Background: an optimization exercise with open tools, aiming at small area and a short achievable clock period. Do not read the settings as production practice.
Function was checked by simulation only, so behaviour that the tests miss may differ from the original.
Power figures rest on the tool's default switching activity, not on a simulated workload.

==> v2 <==
==> flow/design.v (excerpt) <==
module dsconv_top (
    input  wire        clk,
    input  wire        rst,
    input  wire        start,
    input  wire [47:0] input_pixels,         
    output wire [6:0]  input_pixel_addr,
    output wire [11:0] output_pixel,
    output wire [6:0]  output_pixel_addr,
    output wire [1:0]  output_filter,
    output wire        ready,
    output wire        done
);
Settings: LEC_CHECK=0, CAP_MARGIN=20, CORE_MARGIN=2, CORE_UTILIZATION=65, CTS_CLUSTER_DIAMETER=100, CTS_CLUSTER_SIZE=30, SLEW_MARGIN=20, SYNTH_HIERARCHICAL=1, SYNTH_MINIMUM_KEEP_SIZE=0; clock period 11.0 ns.
standard.sh (not shown) runs the stock make flow with config.mk's settings and CLKGATE_MAP_FILE= SYNTH_SCRIPT=/design/flow/synth_recipe.tcl, a recipe that flattens the netlist after the stock synthesis.
==> flow/flow/run.sh <==
#!/bin/bash
# The standard layout (the standard.sh: standard synthesis and the ORFS
# steps), with two changes to how it optimises, not to what it is given:
#  - repair_timing aims for 7.4 ns of setup slack at the 11 ns clock, so that
#    paths are sped up well below the clock period;
#  - the input and output port buffers are buf_2 cells, not the delay cells
#    buffer_ports would pick.
set -euo pipefail
bash standard.sh SETUP_SLACK_MARGIN=7.4 "BUFFER_PORTS_ARGS=-buffer_cell sky130_fd_sc_hd__buf_2" finish > standard.log 2>&1
==> v26 (differences from v2) <==
==> flow/flow/run.sh (replaced) <==
#!/bin/bash
# The standard layout (the standard.sh: standard synthesis and the ORFS
# steps), with two changes to how it optimises, not to what it is given:
#  - repair_timing aims for 8.0 ns of setup slack at the 11 ns clock, so that
#    paths are sped up well below the clock period;
#  - the input and output port buffers are buf_2 cells, not the delay cells
#    buffer_ports would pick.
set -euo pipefail
bash standard.sh SETUP_SLACK_MARGIN=8.0 "BUFFER_PORTS_ARGS=-buffer_cell sky130_fd_sc_hd__buf_2" finish > standard.log 2>&1
==> v20 (differences from v2) <==
==> flow/flow/run.sh (replaced) <==
#!/bin/bash
# The standard layout (the standard.sh: standard synthesis and the ORFS
# steps), with two changes to how it optimises, not to what it is given:
#  - repair_timing aims for 7.7 ns of setup slack at the 11 ns clock, so that
#    paths are sped up well below the clock period;
#  - the input and output port buffers are buf_2 cells, not the delay cells
#    buffer_ports would pick.
set -euo pipefail
bash standard.sh SETUP_SLACK_MARGIN=7.7 "BUFFER_PORTS_ARGS=-buffer_cell sky130_fd_sc_hd__buf_2" finish > standard.log 2>&1
==> comparison table <==
Static Leak: v2 27.5 nW; v20 27.6 nW; v26 28.1 nW
Cell area after layout: v2 77,300 um2; v20 77,700 um2; v26 79,100 um2
Met3 Wirelength: v2 3.36 mm; v20 3.30 mm; v26 3.59 mm
Clock tree cell share of total cell area: v2 2.87%; v20 2.86%; v26 2.81%
Period minus WS final: v2 3.43 ns; v20 3.36 ns; v26 3.36 ns
Actual slew at the worst max-slew pin: v2 1.14 ns; v20 1.11 ns; v26 1.09 ns
Max-slew headroom at the worst pin: v2 24.3%; v20 25.9%; v26 27.4%
GR Layer Usage met2: v2 26.5%; v20 26.7%; v26 27.4%
Fin Clk Skew: v2 0.0326 ns; v20 0.0314 ns; v26 0.0319 ns
Number of buffers other than clock buffers in the final layout: v2 102; v20 114; v26 207
Outcome: v2 timing/DRC/antenna clean; v20 timing/DRC/antenna clean; v26 timing/DRC/antenna clean
Pin count of the biggest net entering global routing: v2 203; v20 197; v26 197
Number of standard cells in the final layout excluding fillers: v2 5,253; v20 5,265; v26 5,360


==> willow: inputs <==
Another version of the RTL of dsconv_top (not shown whole).
clock: 11.0 ns
lec_check: 0
cap_margin: 20
core_margin: 2
core_utilization: 65
cts_cluster_diameter: 100
cts_cluster_size: 30
slew_margin: 20
synth_hierarchical: 1
synth_minimum_keep_size: 0
==> flow/flow/run.sh <==
#!/bin/bash
# The standard layout (the standard.sh: standard synthesis and the ORFS
# steps), with two changes to how it optimises, not to what it is given:
#  - repair_timing aims for 7.8 ns of setup slack at the 11 ns clock, so that
#    paths are sped up well below the clock period;
#  - the input and output port buffers are buf_2 cells, not the delay cells
#    buffer_ports would pick.
set -euo pipefail
bash standard.sh SETUP_SLACK_MARGIN=7.8 "BUFFER_PORTS_ARGS=-buffer_cell sky130_fd_sc_hd__buf_2" finish > standard.log 2>&1
==> inputs of pepper, as changes to willow <==
--- a/flow/design.v
+++ b/flow/design.v
@@ -955,20 +955,20 @@
         dwc[3] <= {1'b0, 1'b0, dw3_192, dw3_190, dw3_188, dw3_186, dw3_184, dw3_182, dw3_180, dw3_178, dw3_176, dw3_174, dw3_172, dw3_170, dw3_168, dw3_88, dw3_166};
         v2 <= v1 && !rst;
     end
     reg [4*12-1:0] u3;
     reg          v3;
     reg [16:0]   dsum [0:3];
-    integer ca, cb;
+    integer c;
     always @(*) begin
-        for (ca = 0; ca < 4; ca = ca + 1) dsum[ca] = dws[ca] + dwc[ca];
+        for (c = 0; c < 4; c = c + 1) dsum[c] = dws[c] + dwc[c];
     end
     always @(posedge clk) begin
-        for (cb = 0; cb < 4; cb = cb + 1) begin
-            if (dsum[cb][16] != dsum[cb][15]) u3[cb*12 +: 12] <= dsum[cb][16] ? 12'h000 : 12'hfff;
-            else                            u3[cb*12 +: 12] <= {~dsum[cb][15], dsum[cb][14:4]};
+        for (c = 0; c < 4; c = c + 1) begin
+            if (dsum[c][16] != dsum[c][15]) u3[c*12 +: 12] <= dsum[c][16] ? 12'h000 : 12'hfff;
+            else                          u3[c*12 +: 12] <= {~dsum[c][15], dsum[c][14:4]};
         end
         v3 <= v2 && !rst;
     end
     reg  [8:0] oa;
     reg  [8:0] nx;
     reg  [3:0] fsel;
==> flow/flow/run.sh (replaced) <==
#!/bin/bash
# The standard layout (the standard.sh: standard synthesis and the ORFS
# steps), with two changes to how it optimises, not to what it is given:
#  - repair_timing aims for 7.7 ns of setup slack at the 11 ns clock, so that
#    paths are sped up well below the clock period;
#  - the input and output port buffers are buf_2 cells, not the delay cells
#    buffer_ports would pick.
set -euo pipefail
bash standard.sh SETUP_SLACK_MARGIN=7.7 "BUFFER_PORTS_ARGS=-buffer_cell sky130_fd_sc_hd__buf_2" finish > standard.log 2>&1
Settings changed: CTS_BUF_LIST from default to sky130_fd_sc_hd__clkbuf_8, CTS_CLUSTER_DIAMETER 100 to 60, CTS_CLUSTER_SIZE 30 to 20.
==> inputs of violet, as changes to willow <==
--- a/flow/design.v
+++ b/flow/design.v
@@ -955,20 +955,20 @@
         dwc[3] <= {1'b0, 1'b0, dw3_192, dw3_190, dw3_188, dw3_186, dw3_184, dw3_182, dw3_180, dw3_178, dw3_176, dw3_174, dw3_172, dw3_170, dw3_168, dw3_88, dw3_166};
         v2 <= v1 && !rst;
     end
     reg [4*12-1:0] u3;
     reg          v3;
     reg [16:0]   dsum [0:3];
-    integer ca, cb;
+    integer c;
     always @(*) begin
-        for (ca = 0; ca < 4; ca = ca + 1) dsum[ca] = dws[ca] + dwc[ca];
+        for (c = 0; c < 4; c = c + 1) dsum[c] = dws[c] + dwc[c];
     end
     always @(posedge clk) begin
-        for (cb = 0; cb < 4; cb = cb + 1) begin
-            if (dsum[cb][16] != dsum[cb][15]) u3[cb*12 +: 12] <= dsum[cb][16] ? 12'h000 : 12'hfff;
-            else                            u3[cb*12 +: 12] <= {~dsum[cb][15], dsum[cb][14:4]};
+        for (c = 0; c < 4; c = c + 1) begin
+            if (dsum[c][16] != dsum[c][15]) u3[c*12 +: 12] <= dsum[c][16] ? 12'h000 : 12'hfff;
+            else                          u3[c*12 +: 12] <= {~dsum[c][15], dsum[c][14:4]};
         end
         v3 <= v2 && !rst;
     end
     reg  [8:0] oa;
     reg  [8:0] nx;
     reg  [3:0] fsel;
==> flow/flow/run.sh (replaced) <==
#!/bin/bash
# The standard layout (the standard.sh: standard synthesis and the ORFS
# steps), with two changes to how it optimises, not to what it is given:
#  - repair_timing aims for 7.7 ns of setup slack at the 11 ns clock, so that
#    paths are sped up well below the clock period;
#  - the input and output port buffers are buf_2 cells, not the delay cells
#    buffer_ports would pick.
set -euo pipefail
bash standard.sh SETUP_SLACK_MARGIN=7.7 "BUFFER_PORTS_ARGS=-buffer_cell sky130_fd_sc_hd__buf_2" finish > standard.log 2>&1
Settings changed: CORE_UTILIZATION 65 to 58.
==> run summary <==
- pepper produced a clean layout. violet passed the timing, DRC and antenna checks. willow finished clean.
- Between pepper and willow, the lower final cell count is in willow (gap 1.8%, measured against willow).
- The highest power belongs to pepper, the lowest to willow.
- The lowest worst setup slack belongs to pepper, the highest to willow.
- Utilization, highest first: pepper, willow, violet.
- Of pepper and violet, pepper has the higher non-clock buffer count (gap 5).
- Against pepper, the die area of violet is higher by 12%.
- Global-route usage, lowest first: violet, willow, pepper.

## what the ideal ports hide
Ports are ideal in the flow. The routed layouts listed here were re-timed in OpenROAD. Step 1 sets driving cells, clkbuf_16 on the clock port and buf_2 on the other inputs (assumed; they add their load-dependent delay and slew). Step 2 moves the port delays by t, midway between the first and last clock arrival at a register: inputs arrive t later, outputs are due t later. That takes back most of the time a late clock gives input paths. Three values: ideal ports, drivers, drivers and shift; two values: the first two.
run | shift t [ns] | setup WS [ns] | hold slack, ns | slew at the worst register clock pin (ns)
v2 | 0.747 | 7.567 / 7.493 / 7.191 | 0.413 / 0.413 / 0.413 | 0.12 / 0.12
v26 | 0.746 | 7.641 / 7.567 / 7.486 | 0.413 / 0.413 / 0.413 | 0.12 / 0.12
v20 | 0.746 | 7.643 / 7.568 / 7.201 | 0.413 / 0.413 / 0.413 | 0.12 / 0.12
willow | 0.744 | 7.676 / 7.608 / 7.406 | 0.415 / 0.415 / 0.415 | 0.11 / 0.11
pepper | 0.883 | 7.526 / 7.458 / 7.394 | 0.404 / 0.404 / 0.404 | 0.12 / 0.12
violet | 0.752 | 7.596 / 7.529 / 7.429 | 0.407 / 0.407 / 0.407 | 0.12 / 0.12
After both steps every run listed still meets setup and hold. The setup slack of v20, which loses most, moves by -0.075 ns with the drivers and by -0.442 ns with both steps.
